This is an optimization exercise on Yosys and OpenROAD, whose aim is small area, a short achievable clock period and few clock cycles per item, not a production implementation. The RTL was checked by simulation tests, not by an equivalence proof against the original design.

--- flow/config.mk ---
export PLATFORM = sky130hd
export DESIGN_NAME = huffTreeTop
export DESIGN_NICKNAME = huffTreeTop
export VERILOG_FILES = /design/flow/design.v
export SDC_FILE = /design/flow/constraint.sdc
export NUM_CORES = 4
export LEC_CHECK = 0
export CAP_MARGIN = 20
export CORE_MARGIN = 2
export CORE_UTILIZATION = 40
export SLEW_MARGIN = 20
--- flow/constraint.sdc ---
create_clock -name core_clock -period 35.0 [get_ports {Clk_in}]
set_input_delay 7.0000 -clock core_clock [delete_from_list [all_inputs] [get_ports {Clk_in}]]
set_output_delay 7.0000 -clock core_clock [all_outputs]
set_load 0.01 [all_outputs]
--- flow/design.v ---
`timescale 1ns/1ps
module huffTreeTop
(
    input  logic          Clk_in,
    input  logic          n_Rst,
    input  logic          Req,
    output logic          Ack,
    input  logic [89:0]   LeafWeights,
    output logic [119:0]  TreeTable,
    output logic [4:0]    RootRight,
    output logic [4:0]    RootLeft
);
    localparam int NC = 12;         
    logic       busy;
    logic [3:0] step;               
    logic [7:0] lw [10];            
    logic [9:0] open;               
    logic [7:0] q [5];              
    logic [2:0] qn;                 
    logic [2:0] qb;                 
    logic [9:0] res [8];
    logic [4:0] rootR;
    logic [4:0] rootL;
    logic [7:0]    cw [NC];
    logic [NC-1:0] cv;
    always_comb
    begin
        for (int i = 0; i < 10; i++)
        begin
            cw[i] = lw[i];
            cv[i] = open[i];
        end
        cw[10] = q[0];
        cw[11] = q[1];
        cv[10] = (qn != 3'd0);
        cv[11] = (qn > 3'd1);
    end
    logic [NC-1:0] c;               
    logic [NC-1:0] s;               
    logic          need2;
    logic [7:0]    v1;
    logic [7:0]    v2;
    always_comb
    begin
        logic [NC-1:0] z;
        logic          any;
        logic          two;
        logic          seen;
        logic          sbit;
        c     = cv;
        s     = '0;
        need2 = 1'b1;
        for (int b = 7; b >= 0; b--)
        begin
            sbit = 1'b0;
            for (int i = 0; i < NC; i++)
            begin
                z[i] = c[i] & ~cw[i][b];
                sbit = sbit | (s[i] & cw[i][b]);
            end
            any  = |z;
            two  = 1'b0;
            seen = 1'b0;
            for (int i = 0; i < NC; i++)
            begin
                two  = two | (seen & z[i]);
                seen = seen | z[i];
            end
            v1[b] = need2 ? ~any : sbit;
            v2[b] = need2 ? ~two : ~any;
            if (need2)
            begin
                if (two)
                begin
                    c = z;
                end
                else if (any)
                begin
                    s     = z;
                    c     = c & ~z;
                    need2 = 1'b0;
                end
            end
            else if (any)
            begin
                c = z;
            end
        end
    end
    logic [NC-1:0] c1;
    logic [NC-1:0] c2;
    always_comb
    begin
        logic f1;
        logic f2;
        f1 = 1'b0;
        f2 = 1'b0;
        for (int i = 0; i < NC; i++)
        begin
            c1[i] = c[i] & ~f1;
            c2[i] = c[i] & f1 & ~f2;
            f2 = f2 | (c[i] & f1);
            f1 = f1 | c[i];
        end
    end
    logic [NC-1:0] p1;              
    logic [NC-1:0] p2;              
    assign p1 = need2 ? c1 : s;
    assign p2 = need2 ? c2 : c1;
    function automatic logic [4:0] nodeOf(input logic [NC-1:0] p, input logic [2:0] hb);
        logic [4:0] n;
        n = '0;
        for (int i = 0; i < 10; i++)
        begin
            n = n | ({5{p[i]}} & 5'(i));
        end
        n = n | ({5{p[10]}} & (5'd10 + 5'(hb)));
        n = n | ({5{p[11]}} & (5'd11 + 5'(hb)));
        nodeOf = n;
    endfunction
    logic [4:0] firstIdx;
    logic [4:0] secondIdx;
    assign firstIdx  = nodeOf(p1, qb);
    assign secondIdx = nodeOf(p2, qb);
    logic [7:0] sum;
    assign sum = v1 + v2;
    logic [1:0] pop;
    assign pop = 2'(p1[10] | p2[10]) + 2'(p2[11]);
    logic start;
    assign start = Req & ~busy & ~Ack;
    always_ff @(posedge Clk_in or negedge n_Rst)
    begin
        if (!n_Rst)
        begin
            busy <= 1'b0;
            Ack  <= 1'b0;
        end
        else
        begin
            if (start)
            begin
                busy <= 1'b1;
            end
            else if (busy && step == 4'd8)
            begin
                busy <= 1'b0;
                Ack  <= 1'b1;
            end
            else if (Ack && !Req)
            begin
                Ack <= 1'b0;
            end
        end
    end
    always_ff @(posedge Clk_in)
    begin
        if (!busy)
        begin
            for (int i = 0; i < 10; i++)
            begin
                lw[i] <= LeafWeights[9*i +: 8];
            end
            open <= '1;
            qn   <= '0;
            qb   <= '0;
            step <= '0;
        end
        else
        begin
            open <= open & ~p1[9:0] & ~p2[9:0];
            for (int m = 0; m < 5; m++)
            begin
                if (3'(m) == qn - 3'(pop))
                begin
                    q[m] <= sum;
                end
                else if (pop == 2'd1)
                begin
                    q[m] <= (m + 1 < 5) ? q[(m + 1) % 5] : 8'd0;
                end
                else if (pop == 2'd2)
                begin
                    q[m] <= (m + 2 < 5) ? q[(m + 2) % 5] : 8'd0;
                end
            end
            qn   <= qn - 3'(pop) + 3'd1;
            qb   <= qb + 3'(pop);
            step <= step + 4'd1;
            for (int k = 0; k < 8; k++)
            begin
                if (step == 4'(k))
                begin
                    res[k] <= {secondIdx, firstIdx};
                end
            end
            if (step == 4'd8)
            begin
                rootR <= firstIdx;
                rootL <= secondIdx;
            end
        end
    end
    always_comb
    begin
        for (int k = 0; k < 8; k++)
        begin
            TreeTable[15*k +: 15] = {5'(10 + k), res[k]};
        end
    end
    assign RootRight = rootR;
    assign RootLeft  = rootL;
endmodule
--- flow/run.sh ---
#!/bin/bash
# synth_recipe.tcl (not shown) runs the flow's synth.tcl, then flattens the netlist and writes it again
# the make line also repeats each setting of config.mk as NAME=value (left out here)
make -C /OpenROAD-flow-scripts/flow DESIGN_CONFIG=/design/flow/config.mk WORK_HOME=/design/flow/orfs CLKGATE_MAP_FILE= SYNTH_SCRIPT=/design/flow/synth_recipe.tcl finish
==> results.txt <==
[cells in the final DEF, fill, tap and decap left out, types with 33 or more instances in the layout]
cell type and n:
clkdlybuf4s50_1 173, nand3_1 33, nor3_1 52, nand2_1 171, conb_1 40, edfxtp_1 210, o211ai_1 35, a21oi_1 113
or3_1 33, o21ai_0 94, nor2_1 173, inv_1 79
[worst reg2reg max path, delay by kind of cell (launching register included)]
family,cells,cell delay (ns)
DFF,1,0.53
muxes,1,0.28
and+or+nand+nor,25,9.94
buffers and inverters,7,1.58
AOI/OAI and AO/OA,20,7.29
adders and majority gates,5,1.71
[logic make-up (layout without fill, tap and decap cells)]
group           after synthesis  count (layout)  share of synthesized area, %
fa+ha+maj                    37              37                          2.81
mux                          41              41                          2.57
compound gates              595             595                          26.7
flops                       232             232                          40.6
buf+inv                     203             322                          6.10
xor+xnor                     25              25                          1.31
other cells                   2              40                        0.0451
simple gates                643             643                          19.8
[layer usage]
layer	vias up	part of all wire, %	GRT usage (%)	wire length [µm]
li1	7044	-	-	-
met1	7291	43	34.7	24400
met2	699	46	40.5	25600
met3	117	7.6	3.50	4270
met4	0	3.4	7.70	1920
met5	-	0	0	0
[path summary, 6_finish.rpt]
| kind | from | endpoint | slack [ns] | cells after the start |
|---|---|---|---|---|
| max in group asynchronous | n_Rst | Ack | 28.25 | 1 |
| min in group asynchronous | n_Rst | busy | 6.61 | 1 |
| worst min-delay path | step[0] | step[0] | 0.49 | 1 |
| worst max-delay path | open[9] | q[0][3] | 13.36 | 58 |
| worst min register to register | step[0] | step[0] | 0.49 | 1 |
| worst max register to register | open[9] | q[0][3] | 13.36 | 58 |
[layout make-up]
cell class	instances	share of cell area (%)
well taps	532	3.41
inverters	84	1.63
repair buffers	188	9.44
multi-input cells	1381	46.3
flip-flops and latches	232	34.6
clock buffers	35	3.61
clock inverters	15	1.02
[through the flow]
stage / hold WS [ns] / area, µm² / std cells
after floorplan: 0.445 / 16800 / 1816
after global placement: 0.466 / 18600 / 2416
after detailed placement: 0.478 / 18600 / 2417
after CTS: 0.494 / 19500 / 2467
after global routing: 0.504 / 19500 / 2467
final: 0.491 / 19500 / 2467
[state kept, by name, indices dropped and copies added (netlist names)]
name	flops
q	40
qn	3
rootR	5
busy	1
rootL	5
open	10
qb	3
res	80
Ack	1
step	4
lw	80
==> summary.md <==
| Metric | Value |
|---|---|
| Status | timing/DRC/antenna clean |
| Mean Syn Cell Area | 9.37 µm² |
| Sequential Area | 6760 µm² |
| Fin crit share | 61.8% |
| Residual DRC | 0 |
| FP Rows | 74 |
| Slew Viols, Final | 0 |
| Port buffer count | 173 |
| Vias per cell | 6.14 |
| Min cycle time layout | 21.64 ns |
| Critical Path End Type | flip-flop |
| CTS HTree Levels | 1 |
| First-pass DRT Iterations | 6 |
| Core Area | 40900 µm² |
| Library cells used by synthesis | 133 |
| Gate Count Post-Synth | 1778 |
| Mapped Area | 16700 µm² |
| Longest Clk Path Bufs | 3 |
| # diodes | 0 |
| Vias in the first global route | 14.0k |
| Multi-input logic area | 9040 µm² |
| Die area | 43300 µm² |
| Syn. warnings | 5 |
| Post-synthesis register bit count | 232 |
| GPL Wtd Cong | 0.974 |
| Post-layout util | 47.7% |
| NumNets Final | 2036 |
| Slew margin rel. | 29.5% |
| WL/cell | 22.8 µm |
| Num CTS Buffers | 27 |
| Area growth from synthesis to layout | 17.3% |
| Clk sinks | 232 |
| CTS tree | done |
| Post-synth top area share | 37.9% |
| Yosys top cell by area | edfxtp_1 |
| Dpl ws | 13.92 ns |
| RSZ-0062 raised after global routing | false |
| Register area share after synthesis | 40.6% |
| Commonest cells post-synth | edfxtp_1, nor2_1, nand2_1 |
| Share of cells above drive strength 1 | 9.15% |
| Worst path buffer plus inverter count | 7 |
| EDFF count, synth | 210 |
| CTS clk-pin slew, worst paths | 0.06 ns |
| FMAX | 46.2 MHz |
| Slowest cell on the critical path | a311oi_2 |
| Final WS setup | 13.36 ns |
| Worst slew pin tran | 1.06 ns |
| Largest net degree at the start of global routing | 53 |
| Antenna violations before repair | 0 |
| Critical Path Source Type | flip-flop |
| CTS Hold Buffers Added | 0 |
| Setup violators final | 0 |
| Final Hold Viols | 0 |
| I/O Pins | 224 |
| Main synth FF type | edfxtp_1 |
| First-pass GRT wire length | 85300 µm |
| HPWL Detailed | 43200 µm |
| Worst Skew | 0.0147 ns |
| DIE HEIGHT | 208 µm |
| Tot GR Track Use | 25.0% |
| Post-CTS setup buffer count | 0 |
| Layout fillers | 3926 |
| Setup TNS Final | 0 ns |
| Die width | 208 µm |
| Cell class contributing the biggest share of worst-path delay | simple AND/OR/NAND/NOR gates |
| Antenna viol nets, final | 0 |
| Worst min-delay path class | reg2reg |
| Congestion Overflow GR | 0 |
| Starting density of the core | 40.7% |
| Via count | 15.2k |
| Worst-path fanout max | 29 |
| Data arrival time of the worst path | 21.92 ns |
| Leading post-synthesis cells by cell area | edfxtp_1, nor2_1, nand2_1 |
| 1st-iter DRT viols | 1581 |
| Crit-path max cell delay | 0.77 ns |
| Count leader, synth | edfxtp_1 |
| CTS root buf | clkbuf_16 |
| Max Cap Viol | 0 |
| CTS resizes | 0 |
| Worst-Skew Late Latency | 0.57 ns |
| Worst EP required | 35.28 ns |
| Final WL | 56200 µm |
| Crit Path Category | reg2reg |
| Ys async rst share | 0.862% |
Testbench counts, summed over its fixed seeds: cycles 26,392, trees 2,400.

[port drivers added, routing unchanged]
Ports are ideal in the flow. The routed layout listed here was re-timed in OpenROAD. Step 1: set_driving_cell puts a clkbuf_16 on Clk_in and a buf_2 on each other input, an assumption about the parent block. Step 2 moves the port delays by t, midway between the first and last clock arrival at a register: inputs arrive t later, outputs are due t later. That takes back most of the time a late clock gives input paths. Slacks: ideal / step 1 / step 2; pairs: ideal / step 1.
shift t [ns]: 0.623
setup slack, ns: 13.361 / 13.361 / 13.361
worst slew at a driven data input, ns: 0.07
After both steps setup and hold are still met in this run. For this run, drivers alone change the setup slack by 0.000 ns; drivers and shift together by 0.000 ns.
